This is an optimization exercise on Yosys and OpenROAD, whose aim is small area and a short achievable clock period, not a production implementation. In this exercise RTL edits were held to simulation tests only and were not proved equivalent to the original. Power is estimated from default activity; no workload was simulated.

build 91:
## pmp_csr_bank
module pmp_csr_bank #(
  parameter int PMP_LEN    = 54,
  parameter int NR_ENTRIES = 16
) (
  input  logic                      clk_i,
  input  logic                      rst_i,
  input  logic                      req_valid_i,
  input  logic [11:0]               req_addr_i,
  input  logic [1:0]                req_op_i,
  input  logic [63:0]               req_wdata_i,
  input  logic [1:0]                priv_lvl_i,
  output logic                      rsp_valid_o,
  output logic [63:0]               rsp_rdata_o,
  output logic                      rsp_error_o,
  output logic [16*PMP_LEN-1:0]     conf_addr_o,
  output logic [127:0]              conf_o,
  output logic                      cfg_changed_o
);
  localparam int NE = 16;
  logic [NE-1:0][PMP_LEN-1:0] addr_q;
  logic [NE-1:0]              l_q, x_q, w_q, r_q;
  logic [NE-1:0][1:0]         a_q;
  logic [NE-1:0][7:0] cfg_byte;
  for (genvar k = 0; k < NE; k++) begin : g_cfg_byte
  ...
Size: ~47000 µm² of cells after synthesis.
==> flow/config.mk <==
export PLATFORM = sky130hd
export DESIGN_NAME = pmp_csr_bank
export DESIGN_NICKNAME = pmp_csr_bank
export VERILOG_FILES = /design/flow/design.v
export SDC_FILE = /design/flow/constraint.sdc
export NUM_CORES = 4
export LEC_CHECK = 0
export ABC_AREA = 1
export CAP_MARGIN = 20
export CORE_AREA = 3 3 327 327
export CTS_CLUSTER_DIAMETER = 120
export CTS_CLUSTER_SIZE = 26
export DIE_AREA = 0 0 330 330
export SETUP_SLACK_MARGIN = 5
export SLEW_MARGIN = 20
export TNS_END_PERCENT = 2
==> flow/constraint.sdc <==
create_clock -name core_clock -period 8.0 [get_ports {clk_i}]
set_input_delay 1.6000 -clock core_clock [delete_from_list [all_inputs] [get_ports {clk_i}]]
set_output_delay 1.6000 -clock core_clock [all_outputs]
set_load 0.01 [all_outputs]
standard.sh (not shown) runs the stock make flow with config.mk's settings and CLKGATE_MAP_FILE= SYNTH_SCRIPT=/design/flow/synth_recipe.tcl, a recipe that flattens the netlist after the stock synthesis.
==> flow/flow/run.sh <==
#!/bin/bash
# Layout: the standard ORFS flow (standard.sh), except that the input and
# output port buffers are the smallest buffer cell instead of the resizer's
# default pick (a 10 um2 delay buffer). Timing repair resizes them as needed.
set -o pipefail
export BUFFER_PORTS_ARGS="-buffer_cell sky130_fd_sc_hd__buf_1"
bash standard.sh > standard.log 2>&1
diff inputs: build 91 => build 54
Settings: clearing CTS_CLUSTER_SIZE, which used to be 26; swapping 2 for 30 in TNS_END_PERCENT; clearing CTS_CLUSTER_DIAMETER, which used to be 120.
==> run notes <==
The higher design area came out of build 54. Looking at first element of the critical path, the chg_q[2] result is from build 54; the req_addr_i[1] one comes from build 91. Going from build 91 to build 54, initial antenna violation count shrank by a little under 10%. Build 54 vs build 91: non-clock buffer instance count of the final layout up. Between build 91 and build 54, slew at the pin closest to its max-slew limit is higher for build 54, build 91 comes in under that. Build 54 -> build 91: final-report setup violation count delta 0, exact match. The worst-case setup margin in the final layout in build 54 sits 0.081 ns above the value recorded for build 91. In build 54 relative to build 91, count of inverters not on the clock network in the layout had gone up slightly. In the metrics for build 91 and build 54, the one carrying the higher combined global-route utilization of all metal layers is build 54. Build 91 -> build 54: post-synthesis instance area delta 0, exact match. Run comparison: build 54 capturing instance or port of the critical path cfg_changed_o; build 91 capturing instance or port of the critical path a_q[3].
Input-level comparison between build 89 and build 54:
Settings: setting CTS_CLUSTER_DIAMETER to 120 for the first time; setting CTS_CLUSTER_SIZE to 26 for the first time; changing TNS_END_PERCENT from 30 to 5; setting GPL_ROUTABILITY_DRIVEN to 0 for the first time.
==> run notes <==
Going from build 54 to build 89, the relative slew slack was found to have gone up by 6.9 points. In the metrics for build 89 and build 54, the one carrying the lower global-route usage is build 89. Changes observed in build 89 relative to build 54: maximum frequency has remained practically unchanged; fraction of area in multi-input gates decreased 0.15 points; critical path depth barely changed; growth of design area from synthesis to finish decreased 16 points. Setup slack: build 89 more than build 54. Build 89: done, clean on timing, DRC and antenna. Build 89 vs. build 54: non-clock buffer count lost 192; number of global-route vias before repair shrank by 5.0%; CTS buffer count fell about 60%.
> inputs changed (build 89 -> build 92)
Settings: clearing CTS_CLUSTER_DIAMETER, which used to be 120; clearing GPL_ROUTABILITY_DRIVEN, which used to be 0; clearing CTS_CLUSTER_SIZE, which used to be 26.
--- outcome ---
As far as flip-flop and latch count goes, build 89 and build 92 are indistinguishable; the numbers are identical.
Relative to build 89, the switching share of total power of build 92 is lower by 2.4 points.
Row number of antenna cells inserted: build 92 lower / build 89 higher
| register fraction of the total cell area | lower: build 92 |
Build 92 finished all stages; the layout is clean.
Summary of build 92 over build 89: time the final worst path needs with I/O delays and setup picked up an extra 0.035 ns, final worst setup slack lost 0.035 ns.

==> static timing again, ports no longer ideal <==
The results above use ideal ports. As a check the final layouts listed here were re-extracted and re-timed, cells and wires unchanged.
Step 1: set_driving_cell puts a clkbuf_16 on clk_i and a buf_2 on each other input, an assumption about the parent block.
Step 2 moves the port delays by t, midway between the first and last clock arrival at a register: inputs arrive t later, outputs are due t later. That takes back most of the time a late clock gives input paths.
Slacks: ideal ports / drivers / drivers and shift; pairs: ideal ports / drivers.
run | t, ns | setup slack, ns | worst hold slack (ns) | worst setup path after step 2 | cell pins on the clock port's net
build 91 | 0.750 | 4.600 / 4.536 / 3.786 | 0.620 / 0.620 / 0.620 | input to register | 1
build 54 | 0.792 | 4.680 / 4.600 / 3.899 | 0.591 / 0.591 / 0.591 | input to register | 1
build 89 | 0.764 | 4.686 / 4.554 / 3.790 | 0.601 / 0.601 / 0.601 | input to register | 1
build 92 | 0.784 | 4.650 / 4.425 / 3.641 | 0.620 / 0.620 / 0.620 | input to register | 1
After both steps setup and hold are still met in every run listed. For build 92, which loses most, drivers alone change the setup slack by -0.225 ns; drivers and shift together by -1.009 ns.
